Background: an optimization exercise with open tools, aiming at small area, a short achievable clock period and few clock cycles per item. Do not read the settings as production practice.
The RTL was checked by simulation tests, not by an equivalence proof against the original design.
No activity file was given, so power comes from the tool's default toggle rates. No driver is modelled on the clock port, so clocking that relies on it looks cheaper here than on a real chip.

==> flow/design.v (outline; a module is shown in full before it is edited, if it fits) <==
// module predec: 19 lines
// module row_dec: 7 lines
// module vinv1: 6 lines
// module rd_hsel2: 9 lines
// module mem_next: 9 lines
// module rd_sel2n: 9 lines
// module vnand4: 9 lines
// module vnor2: 7 lines
// module axil_mem_subsys: 314 lines
module axil_mem_subsys (
  input  logic                  clk_i,
  input  logic                  rst_ni,
  input  logic                  req_i,
  output logic                  gnt_o,
  output logic                  rvalid_o,
  input  logic                  we_i,
  input  logic [(32 / 8)-1:0]   be_i,
  input  logic [32-1:0]   addr_i,
  input  logic [32-1:0]   wdata_i,
  output logic [32-1:0]   rdata_o,
  output logic                  err_o
);
  // ...
==> flow/flow/run.sh <==
#!/bin/bash
# The standard layout (standard.sh) with a few ORFS variables changed:
# - REMOVE_ABC_BUFFERS=1: the floorplan step removes synthesis buffers instead
#   of repairing timing before placement, when the high-fanout nets have no
#   buffers yet and every path looks slow;
# - the port buffers are buf_4 (the buf family can be resized for timing);
# - CTS without dummy loads, with larger sink clusters;
# - more rounds of antenna repair after detailed routing.
# Each tool's output goes to run.log in the work folder; ORFS keeps a log per
# step under orfs/logs.
set -euo pipefail
cd "$(dirname "$0")/.."
bash standard.sh \
  REMOVE_ABC_BUFFERS=1 \
  "BUFFER_PORTS_ARGS=-buffer_cell sky130_fd_sc_hd__buf_4" \
  "CTS_ARGS=-sink_clustering_enable -repair_clock_nets -dont_use_dummy_load -sink_clustering_size 30 -sink_clustering_max_diameter 90" \
  MAX_REPAIR_ANTENNAS_ITER_DRT=12 \
  finish > run.log 2>&1
==> flow/standard.sh <==
#!/bin/bash
# synth_recipe.tcl (not shown) runs the flow's synth.tcl, then flattens the netlist and writes it again
# the make line also repeats each setting of config.mk as NAME=value (left out here)
make -C /OpenROAD-flow-scripts/flow DESIGN_CONFIG=/design/flow/config.mk WORK_HOME=/design/flow/orfs CLKGATE_MAP_FILE= SYNTH_SCRIPT=/design/flow/synth_recipe.tcl "${@:-finish}"
==> flow/config.mk <==
export PLATFORM = sky130hd
export DESIGN_NAME = axil_mem_subsys
export DESIGN_NICKNAME = axil_mem_subsys
export VERILOG_FILES = /design/flow/design.v
export SDC_FILE = /design/flow/constraint.sdc
export NUM_CORES = 8
export LEC_CHECK = 0
export CAP_MARGIN = 10
export CORE_MARGIN = 2
export CORE_UTILIZATION = 56
export SETUP_SLACK_MARGIN = 4.8
export SLEW_MARGIN = 20
export SYNTH_HIERARCHICAL = 1
==> flow/constraint.sdc <==
create_clock -name core_clock -period 8.0 [get_ports {clk_i}]
set_input_delay 1.6000 -clock core_clock [delete_from_list [all_inputs] [get_ports {clk_i}]]
set_output_delay 1.6000 -clock core_clock [all_outputs]
set_load 0.01 [all_outputs]
==> key figures, run 1 <==
Power
  • Total combinational power: 4390 µW
  • VDD IR max: 0.2256 mV
  • Internal cell power: about 50000 µW
  • Clock power frac: 30.1%

Layout
  • Commonest non-fill, non-tap cell in the layout: o22ai_1
  • Largest registers: mem_q x8192, part_q x64
  • Non-clk buf share: approximately 3.2%
  • Most frequent cells in the layout: o22ai_1, dfxtp_1, nor2_1
  • Non-clk bufs: 760
  • Register Area: ~0.17 mm²

Synth
  • Synth area leaders: dfxtp_1, o22ai_1, nor2_1, nand2_1, inv_1
  • #FFs+latches synth: 8322
  • Primary FF master, synth: dfxtp_1

Placed design
  • DP HPWL: 559800 µm
  • Port buffer count: roughly 90
  • RD Place Congestion: 0.8707

Timing
  • Final worst-path cycle share: between 40% and 50%
  • Fmax: between 200 and 300 MHz
  • RSZ-0062 raised after global routing: true
  • Worst-Margin Slew: around 1300 ps

Die
  • Initial Util: between 50% and 60%
  • Row cnt: about 250
  • Core area: approximately 0.48 mm²

CTS
  • # clock sinks: roughly 8.3k
  • CTS tree: done
  • Clock Path Buffers: 4
  • Postcts setup bufs: between 150 and 200
  • TritonCTS Buffers: ~320

Critical path
  • Worst path depth: 3
  • Largest stage delay on the critical path: ~400 ps

GRT
  • GRT Resource Usage Total: around two fifths
  • Initial antenna violation count: 27
  • First-pass GRT wire length: approximately 1400000 µm

Detailed routing
  • DRC errors left: 0
  • Vias: 242.3k
  • DRT Pass-1 Iters: 9

Status
  • Status: complete, no violations
Testbench counts, summed over its fixed seeds: cycles 4,808, accesses 4,800.
==> run 2: changes to the inputs <==
==> flow/flow/run.sh (replaced) <==
#!/bin/bash
# The standard layout (standard.sh) with a few ORFS variables changed:
# - REMOVE_ABC_BUFFERS=1: the floorplan step removes synthesis buffers instead
#   of repairing timing before placement, when the high-fanout nets have no
#   buffers yet and every path looks slow;
# - the port buffers are buf_4 (the buf family can be resized for timing);
# - CTS without dummy loads, with larger sink clusters;
# - more rounds of antenna repair after detailed routing;
# - flow/small_a22oi.tcl after the floorplan: the read mux's a22oi gates start
#   at the smallest size.
# Each tool's output goes to run.log in the work folder; ORFS keeps a log per
# step under orfs/logs.
set -euo pipefail
cd "$(dirname "$0")/.."
bash standard.sh \
  REMOVE_ABC_BUFFERS=1 \
  "BUFFER_PORTS_ARGS=-buffer_cell sky130_fd_sc_hd__buf_4" \
  "CTS_ARGS=-sink_clustering_enable -repair_clock_nets -dont_use_dummy_load -sink_clustering_size 30 -sink_clustering_max_diameter 80" \
  MAX_REPAIR_ANTENNAS_ITER_DRT=12 \
  "POST_FLOORPLAN_TCL=$(pwd)/flow/small_a22oi.tcl" \
  finish > run.log 2>&1
==> flow/flow/small_a22oi.tcl (new file) <==
# Run after the floorplan: synthesis maps the read mux's and-or-invert gates
# (module rd_hsel2) to a22oi_2; start them at a22oi_1 and let the timing
# repair size up the ones that need it.
set n 0
foreach inst [get_cells -hierarchical *] {
  if {[get_property $inst ref_name] eq "sky130_fd_sc_hd__a22oi_2"} {
    replace_cell [get_full_name $inst] sky130_fd_sc_hd__a22oi_1
    incr n
  }
}
puts "a22oi_2 -> a22oi_1: $n"
--- a/flow/config.mk
+++ b/flow/config.mk
@@ -5,9 +5,9 @@
 export SDC_FILE = /design/flow/constraint.sdc
 export NUM_CORES = 8
 export LEC_CHECK = 0
-export CAP_MARGIN = 10
+export CAP_MARGIN = 40
 export CORE_MARGIN = 2
-export CORE_UTILIZATION = 56
+export CORE_UTILIZATION = 60
 export SETUP_SLACK_MARGIN = 4.8
-export SLEW_MARGIN = 20
+export SLEW_MARGIN = 50
 export SYNTH_HIERARCHICAL = 1
==> key figures, run 2 <==
CTS
  • H-Tree Depth: 5 (unchanged)
  • CTS tree: done (unchanged)
  • CTS clk-pin slew, worst paths: 110 ps (was 120 ps)
  • TritonCTS Buffers: 322 (was 315)
  • Clock root cell: clkbuf_16 (unchanged)
  • # clock sinks: 8322 (unchanged)
  • Worst-Skew Late Latency: 1020 ps (was 1050 ps)
  • Clock Path Buffers: 4 (unchanged)

Layout
  • Layout cells sized above 1: 8.787% (was 10.36%)
  • Fill cells: 35.47k (was 40.24k)
  • Cell Count, Final, Fillers Out: 33.21k (was 33.57k)
  • Largest registers: mem_q x8192, part_q x64 (unchanged)
  • Area of the multi-input gates: 0.1015 mm² (was 0.1025 mm²)
  • Max FFs per register: 8192 (unchanged)
  • Largest Register: mem_q (unchanged)
  • Commonest non-fill, non-tap cell in the layout: o22ai_1 (unchanged)
  • Layout area overhead: 11.65% (was 11.27%)
  • Final core utilization: 67.32% (was 62.51%)
  • Fin nets: 27.32k (was 27.21k)
  • Most frequent cells in the layout: o22ai_1, dfxtp_1, nor2_1 (unchanged)
  • Register Area: 0.1667 mm² (about the same)

Detailed routing
  • Initial DRC Count: 32.65k (was 30.11k)
  • Wire per inst: 29.87 µm (was 29.89 µm)
  • Final wirelength: 992000 µm (was 1003000 µm)
  • DRC errors left: 0 (unchanged)
  • Vias: 244.9k (was 242.3k)
  • Post-route ant nets: 0 (unchanged)
  • Via density: 7.375 (was 7.219)
  • DRT Pass-1 Iters: 8 (was 9)

Critical path
  • CP max FO: 1 (unchanged)
  • Crit start category: flop (unchanged)
  • Worst Setup End Kind: primary output (unchanged)
  • CP required: 6400 ps (about the same)
  • Crit path DAT: 1930 ps (about the same)
  • Crit Path Class: reg2out (unchanged)

Placed design
  • Port buffer count: 88 (unchanged)
  • RD Place Congestion: 0.8922 (was 0.8707)
  • DP HPWL: 564300 µm (was 559800 µm)
  • Inst Count DP: 32.47k (was 32.84k)

Synth
  • Cells after Synth: 26.02k (unchanged)
  • Post-synth ARST share: 0% (unchanged)
  • Synth warn: 8 (unchanged)
  • Mapped cell area: 0.2685 mm² (unchanged)
  • Post-synth top cells: o22ai_1, dfxtp_1, nor2_1, nand2_1, inv_1 (unchanged)
  • Primary FF master, synth: dfxtp_1 (unchanged)
  • Synth area leaders: dfxtp_1, o22ai_1, nor2_1, nand2_1, inv_1 (unchanged)
  • Most common cell in the netlist: o22ai_1 (unchanged)
  • Syn_area_per_cell: 10.32 µm² (unchanged)
  • Seq/Total Area, Yosys: 62.04% (unchanged)
  • Synth cell types: 31 (unchanged)
  • Synth top area share: 62.04% (unchanged)
  • Post-synth EDFFs: 0 (unchanged)
  • #FFs+latches synth: 8322 (unchanged)
  • Leading area contributor after synthesis: dfxtp_1 (unchanged)

Timing
  • RSZ-0062 raised after global routing: true (unchanged)
  • Min Hold Slack: 444.5 ps (was 448.3 ps)
  • Final worst-path cycle share: 44.08% (about the same)
  • Finish-stage setup viols: 0 (unchanged)
  • Final Skew: 56.69 ps (was 47.60 ps)
  • Final TNS setup: 0 ps (unchanged)
  • Max-slew violation count: 0 (unchanged)
  • Hold Vio Cnt, Final: 0 (unchanged)
  • Worst-Margin Slew: 789.4 ps (was 1283 ps)
  • Slew HR: 47.38% (was 14.49%)
  • Final Critical Period: 3526 ps (was 3527 ps)
  • Fmax: 283.6 MHz (was 283.5 MHz)

Power
  • VDD IR max: 0.2142 mV (was 0.2256 mV)
  • Flop pwr share: 63.0% (was 63.2%)
  • Leakage power: 0.1193 µW (was 0.1175 µW)
  • Pwr/cell area: 219.2 mW/mm² (was 219.3 mW/mm²)
  • Internal cell power: 50070 µW (was 49840 µW)
  • Gate power share: 6.8% (was 6.7%)
  • Net Sw Power: 15660 µW (was 15690 µW)
  • Clock power frac: 30.2% (was 30.1%)
  • Sw frac: 23.83% (was 23.95%)

Die
  • Row cnt: 245 (was 254)
  • Core area: 0.4454 mm² (was 0.4780 mm²)
  • Initial Util: 60.29% (was 56.18%)
  • Die W: 673.0 µm (was 696.5 µm)
  • Die Area: 0.4529 mm² (was 0.4851 mm²)
  • Die Y-Extent: 673.0 µm (was 696.5 µm)
  • # IOs: 107 (unchanged)

GRT
  • GRT overflow: 0 (unchanged)
  • Initial antenna violation count: 35 (was 27)
  • First-pass GRT wire length: 1410000 µm (was 1439000 µm)
  • GRT Resource Usage Total: 39.89% (was 38.38%)
  • Pin count of the biggest net entering global routing: 121 (was 184)
  • Vias in the first global route: 222.1k (was 221.0k)

Run
  • Max cap viols: 0 (unchanged)

Status
  • Status: complete, no violations (unchanged)

Hold path
  • Hold/Removal Path Class: reg2reg (unchanged)
==> run 2: per-layer routing <==
| metal | track usage [%] | routed length [µm] | vias up |
|---|---|---|---|
| li1 | - | - | 107900 |
| met1 | 56.96 | 397000 | 120300 |
| met2 | 58.77 | 426300 | 14270 |
| met3 | 7.454 | 115700 | 2473 |
| met4 | 18.15 | 52700 | 24 |
| met5 | 0 | 228 | - |
==> run 2: path summary, 6_finish.rpt <==
path                 end  cells after the start  slack, ps        from
max          rdata_o[29]                      3       4470  part_q[53]
min           mem_q[760]                      1        440  mem_q[760]
max reg2reg  mem_q[3583]                      5       5370     p_q[31]
min reg2reg   mem_q[760]                      1        440  mem_q[760]
==> run 2: timing repair <==
action,in CTS,in global routing
hold buffers,0,0
gates cloned,84,55
pin swaps,109,90
endpoints found under the setup margin,7190,6139
resized for setup,541,700
setup buffers,136,106
==> run 2: cells by family after synthesis <==
family / after synthesis / share of synthesized area (%)
compound gates: 12550 / 29.82
xor+xnor: 64 / 0.2087
buf+inv: 1089 / 1.574
flops: 8322 / 62.04
simple gates: 3996 / 6.359
==> run 2: power groups by stage <==
| stage | sequential (µW) | combinational, µW | clock (µW) |
|---|---|---|---|
| after floorplan | 42400 | 2350 | 0 |
| after global placement | 42400 | 3660 | 0 |
| after detailed placement | 42400 | 3800 | 0 |
| after CTS | 41400 | 4090 | 19900 |
| after global routing | 41400 | 4510 | 21300 |
| final | 41400 | 4440 | 19900 |
==> run 2: area by class of cell <==
type	count	share of cell area, %
inverter	1056	1.322
sequential	8322	55.60
clock buffer	322	2.687
tap	5928	2.474
antenna	37	0.03088
multi-input combinational	16680	33.86
timing repair buffer	864	4.027
==> run 2: critical path, stage by stage, from the launching register on <==
cell,delay (ps)
dfxtp_4,410
nor2_4,200
xnor2_2,140
buf_4,140
==> run 2: modules after synthesis, one instance, submodules excluded <==
| module | area, µm² | cells |
|---|---|---|
| rd_sel2n | 50.05 | 8 |
| mem_next | 50.05 | 8 |
| rd_hsel2 | 100.1 | 8 |
| vnor2 | 30.03 | 8 |
| row_dec | 3.754 | 1 |
| predec | 405.4 | 75 |
| axil_mem_subsys | 167900 | 8500 |
| vnand4 | 50.05 | 8 |
| vinv1 | 3.754 | 1 |
==> run 2: per-stage QoR <==
step / instance area [µm²] / total power [µW] / worst slack [ps]
6_report: 299800 / 65740 / 4474
2_1_floorplan: 268300 / 44720 / -3300
5_1_grt: 299800 / 67220 / 4471
3_5_place_dp: 283300 / 46180 / 2253
3_3_place_gp: 280700 / 46040 / 2275
4_1_cts: 296300 / 65370 / 4444
==> run 3: changes to the inputs <==
--- a/flow/flow/run.sh
+++ b/flow/flow/run.sh
@@ -6,8 +6,7 @@
 # - the port buffers are buf_4 (the buf family can be resized for timing);
 # - CTS without dummy loads, with larger sink clusters;
 # - more rounds of antenna repair after detailed routing;
-# - flow/small_a22oi.tcl after the floorplan: the read mux's a22oi gates start
-#   at the smallest size.
+# - flow/upsize_predec.tcl after global placement: larger predecoder gates.
 # Each tool's output goes to run.log in the work folder; ORFS keeps a log per
 # step under orfs/logs.
 set -euo pipefail
@@ -17,5 +16,5 @@
   "BUFFER_PORTS_ARGS=-buffer_cell sky130_fd_sc_hd__buf_4" \
   "CTS_ARGS=-sink_clustering_enable -repair_clock_nets -dont_use_dummy_load -sink_clustering_size 30 -sink_clustering_max_diameter 80" \
   MAX_REPAIR_ANTENNAS_ITER_DRT=12 \
-  "POST_FLOORPLAN_TCL=$(pwd)/flow/small_a22oi.tcl" \
+  "POST_GLOBAL_PLACE_TCL=$(pwd)/flow/upsize_predec.tcl" \
   finish > run.log 2>&1
==> flow/flow/upsize_predec.tcl (new file) <==
# Run after global placement: size up the drivers of the address predecoder
# lines (and the two gate levels feeding them) of every slice; those lines
# cross a whole slice, and the repair steps tend to leave them small.
# upsize the drivers of the predecoder lines and the gates feeding them
proc bigger {master} {
  # sky130_fd_sc_hd__xxx_N -> largest sensible size
  if {![regexp {^(sky130_fd_sc_hd__[a-z0-9]+)_([0-9]+)$} $master -> base n]} { return "" }
  foreach sz {4 8 2} {
    if {$sz > $n && [llength [get_lib_cells -quiet */${base}_$sz]]} { return ${base}_$sz }
  }
  return ""
}
set done 0
set seen [dict create]
foreach pat {*lo_n* *low* *.hi*} {
  foreach net [get_nets -quiet -hierarchical g_slice*$pat] {
    set frontier [list $net]
    for {set lvl 0} {$lvl < 3} {incr lvl} {
      set next {}
      foreach n $frontier {
        foreach d [get_pins -quiet -of_objects $n -filter "direction==output"] {
          set inst [get_cells -of_objects $d]
          set iname [get_full_name $inst]
          if {[dict exists $seen $iname]} continue
          dict set seen $iname 1
          set m [get_property $inst ref_name]
          if {[string match *dfxtp* $m] || [string match *buf* $m]} continue
          set b [bigger $m]
          if {$b ne ""} { replace_cell $iname $b; incr done }
          foreach ip [get_pins -quiet -of_objects $inst -filter "direction==input"] {
            lappend next [get_nets -of_objects $ip]
          }
        }
      }
      set frontier $next
    }
  }
}
puts "upsized $done predecoder cells"
--- a/flow/config.mk
+++ b/flow/config.mk
@@ -8,6 +8,6 @@
 export CAP_MARGIN = 40
 export CORE_MARGIN = 2
 export CORE_UTILIZATION = 60
-export SETUP_SLACK_MARGIN = 4.8
+export SETUP_SLACK_MARGIN = 4.5
 export SLEW_MARGIN = 50
 export SYNTH_HIERARCHICAL = 1
removed: flow/flow/small_a22oi.tcl
==> key figures, run 3 <==
Synth
  • Leading area contributor after synthesis: dfxtp_1 (unchanged)
  • Post-synth top cells: o22ai_1, dfxtp_1, nor2_1, nand2_1, inv_1 (unchanged)
  • Most common cell in the netlist: o22ai_1 (unchanged)
  • Primary FF master, synth: dfxtp_1 (unchanged)
  • Synth Area in Adders: 0% (unchanged)
  • Mux share of post-synthesis cell area: 0% (unchanged)
  • Post-synth EDFFs: 0 (unchanged)
  • Xor/xnor cell area share of the yosys netlist: 0.2087% (unchanged)
  • Synth warn: 8 (unchanged)
  • Simple-Gate Fraction of Synth Area: 6.359% (unchanged)
  • #FFs+latches synth: 8322 (unchanged)
  • Synth top area share: 62.04% (unchanged)
  • Seq/Total Area, Yosys: 62.04% (unchanged)
  • Cells after Synth: 26.02k (unchanged)
  • Syn_area_per_cell: 10.32 µm² (unchanged)
  • Synth cell types: 31 (unchanged)
  • Compound-Gate Fraction of Synth Area: 29.82% (unchanged)
  • Synth area leaders: dfxtp_1, o22ai_1, nor2_1, nand2_1, inv_1 (unchanged)
  • Largest family of logic cells by synthesized area: compound AO/OA/AOI/OAI gates (unchanged)
  • Mapped cell area: 0.2685 mm² (unchanged)
  • Post-synth ARST share: 0% (unchanged)

Layout
  • Final core utilization: 66.37% (was 67.32%)
  • Area of the multi-input gates: 0.1022 mm² (was 0.1015 mm²)
  • Largest Register: mem_q (unchanged)
  • Fin nets: 26.96k (was 27.32k)
  • Layout area overhead: 10.08% (was 11.65%)
  • Layout cells sized above 1: 5.932% (was 8.787%)
  • Max FFs per register: 8192 (unchanged)
  • Largest registers: mem_q x8192, part_q x64 (unchanged)
  • Fill cells: 35.92k (was 35.47k)
  • Most frequent cells in the layout: o22ai_1, dfxtp_1, nor2_1 (unchanged)
  • Register Area: 0.1667 mm² (about the same)
  • Commonest non-fill, non-tap cell in the layout: o22ai_1 (unchanged)

Timing
  • Final TNS setup: 0 ps (unchanged)
  • Max-slew violation count: 0 (unchanged)
  • Final Critical Period: 3667 ps (was 3526 ps)
  • Hold Vio Cnt, Final: 0 (unchanged)
  • Final worst-path cycle share: 45.84% (was 44.08%)
  • Worst-Margin Slew: 801.9 ps (was 789.4 ps)
  • Fmax: 272.7 MHz (was 283.6 MHz)
  • Finish-stage setup viols: 0 (unchanged)
  • RSZ-0062 raised after global routing: true (unchanged)
  • Final Skew: 63.43 ps (was 56.69 ps)
  • Slew HR: 46.54% (was 47.38%)
  • Final worst slack: 4333 ps (was 4474 ps)

Detailed routing
  • Initial DRC Count: 28.92k (was 32.65k)
  • Vias: 238.5k (was 244.9k)
  • Wire per inst: 28.13 µm (was 29.87 µm)
  • DRT Pass-1 Iters: 8 (unchanged)
  • Post-route ant nets: 0 (unchanged)
  • Final wirelength: 923600 µm (was 992000 µm)
  • Via density: 7.266 (was 7.375)
  • DRC errors left: 0 (unchanged)

CTS
  • TritonCTS Buffers: 320 (was 322)
  • Worst-Skew Late Latency: 1030 ps (was 1020 ps)
  • Clock Path Buffers: 4 (unchanged)
  • Clock root cell: clkbuf_16 (unchanged)
  • CTS clk-pin slew, worst paths: 110 ps (about the same)
  • H-Tree Depth: 5 (unchanged)
  • Hold buffers post-CTS: 0 (unchanged)
  • CTS tree: done (unchanged)
  • # clock sinks: 8322 (unchanged)

Die
  • Die Area: 0.4529 mm² (unchanged)
  • # IOs: 107 (unchanged)
  • Core area: 0.4454 mm² (unchanged)
  • Die W: 673.0 µm (unchanged)
  • Row cnt: 245 (unchanged)
  • Initial Util: 60.29% (unchanged)
  • Die Y-Extent: 673.0 µm (unchanged)

Critical path
  • Worst Path Buf+Inv: 4 (was 1)
  • Slowest cell on crit path: a22oi_2 (was dfxtp_4)
  • Crit start category: input port (was flop)
  • Worst path cell trace: buf_16, buf_16, nor2b_4, nand3_4, buf_12, buf_6, o22ai_1, nor2_1, nand4_1, a22oi_2, nand4_1 (was nor2_4, xnor2_2, buf_4)
  • Reg-to-reg slack, setup: 5000 ps (was 5370 ps)
  • Worst Setup End Kind: flop (was primary output)
  • CP required: 8900 ps (was 6400 ps)
  • Largest stage delay on the critical path: 400 ps (was 410 ps)
  • Family with the most delay on the worst path: buffers and inverters (was flip-flops)
  • Crit path DAT: 4560 ps (was 1930 ps)
  • CP max FO: 38 (was 1)
  • Crit Path Class: in2reg (was reg2out)

Power
  • VDD IR max: 0.1999 mV (was 0.2142 mV)
  • Net Sw Power: 15370 µW (was 15660 µW)
  • Pwr/cell area: 220.8 mW/mm² (was 219.2 mW/mm²)
  • Internal cell power: 49920 µW (was 50070 µW)
  • Sw frac: 23.54% (was 23.83%)
  • Leakage power: 0.1192 µW (was 0.1193 µW)
  • Clock power frac: 30.2% (about the same)
  • Gate power share: 6.4% (was 6.8%)
  • Flop pwr share: 63.5% (was 63.0%)

Placed design
  • Pre-CTS setup slack: 2444 ps (was 2253 ps)
  • DP HPWL: 554300 µm (was 564300 µm)
  • Port buffer count: 88 (unchanged)

Status
  • Status: complete, no violations (unchanged)

GRT
  • Initial antenna violation count: 26 (was 35)
  • GRT overflow: 0 (unchanged)
  • Vias in the first global route: 221.0k (was 222.1k)
  • Pin count of the biggest net entering global routing: 131 (was 121)
  • First-pass GRT wire length: 1361000 µm (was 1410000 µm)
  • GRT Resource Usage Total: 38.19% (was 39.89%)

Hold path
  • Hold/Removal Path Class: reg2reg (unchanged)

Run
  • Max cap viols: 0 (unchanged)
## run 3: cell counts after synthesis
Identical to the previous run, type by type.
## run 3: cell families (layout without fill, tap and decap cells)
group | after synthesis | in the layout
AOI/OAI and AO/OA | 12550 | 12550
xor gates and xnor gates | 64 | 64
buffers and inverters | 1089 | 1939
DFF | 8322 | 8322
other | 0 | 13
and+or+nand+nor | 3996 | 4016
## run 3: power groups by stage
stage	Clock [µW]	Combinational [µW]	Sequential [µW]
CTS	19800	3980	41400
detailed placement	0	3930	42400
global placement	0	3720	42400
finish	19700	4160	41400
global route	21200	4270	41400
floorplan	0	2350	42400
## run 3: path summary, 6_finish.rpt
kind         cells after the start         from     endpoint
min                              1  mem_q[7345]  mem_q[7345]
max reg2reg                      6      p_q[21]  mem_q[4085]
min reg2reg                      1  mem_q[7345]  mem_q[7345]
max                             11    addr_i[5]    part_q[9]
## run 3: repair_timing
action	in CTS	in global routing
setup buffers	14	16
gates resized for setup	176	58
pin swaps	25	17
gates cloned	19	9
endpoints found under the setup margin	2801	434
## run 3: routing by layer
metal | part of all wire, % | routed length [µm] | global-route usage (%)
met1 | 41 | 382200 | 54.30
met2 | 44 | 405100 | 57.70
met3 | 9.9 | 91010 | 6.020
met4 | 4.9 | 45110 | 16.72
met5 | 0.011 | 106 | 0
## run 3: per-stage QoR
step           std cells  instance area (µm²)  power [µW]  hold slack [ps]
2_1_floorplan      25980               268300       44720            378.3
3_3_place_gp       32340               281800       46100            429.4
3_5_place_dp       32430               285800       46300            437.7
4_1_cts            32780               294800       65170            447.0
5_1_grt            32820               295600       66890            457.7
6_report           32830               295600       65280            445.2
## run 3: layout make-up
cell class / count / share of cell area (%)
multi-input combinational: 16630 / 34.56
sequential: 8322 / 56.38
timing repair buffer: 563 / 2.493
inverter: 1056 / 1.341
clock buffer: 320 / 2.709
tap: 5928 / 2.509
antenna: 13 / 0.01100
## run 3: worst reg2reg max path, stage by stage, from the launching register on
cell	delay (ps)
dfxtp_1	480
xor2_4	580
buf_4	540
buf_12	300
buf_16	300
buf_16	410
o22ai_1	250
## run 3: modules after synthesis, one instance, submodules excluded
module / copies in the design / area, µm²
vnand4: 72 / 50.05
rd_hsel2: 32 / 100.1
vinv1: 1024 / 3.754
mem_next: 1024 / 50.05
axil_mem_subsys: 1 / 167900
vnor2: 256 / 30.03
row_dec: 1024 / 3.754
predec: 4 / 405.4
rd_sel2n: 512 / 50.05

==> re-timing with driven ports <==
How much do the figures lean on ideal ports? The routed layouts below were timed once more, with nothing changed but the port constraints. Step 1 assumes that a clkbuf_16 drives the clock port and a buf_2 every other input. Step 2, shift: input delay + t, output delay - t, t = (earliest + latest rising clock arrival at the registers) / 2. This alone moves slack from input paths to output paths. a / b / c = ideal / step 1 / step 2; a / b = the first two.
| run | shift t [ns] | setup WS [ns] | cell pins on the clock port's net |
|---|---|---|---|
| run 1 | 1.158 | 4.473 / 4.337 / 3.307 | 1 |
| run 2 | 1.135 | 4.474 / 4.346 / 3.368 | 1 |
| run 3 | 1.138 | 4.333 / 4.271 / 3.134 | 1 |
After both steps every run listed still meets setup and hold. The setup slack of run 3, which loses most, moves by -0.062 ns with the drivers and by -1.199 ns with both steps.
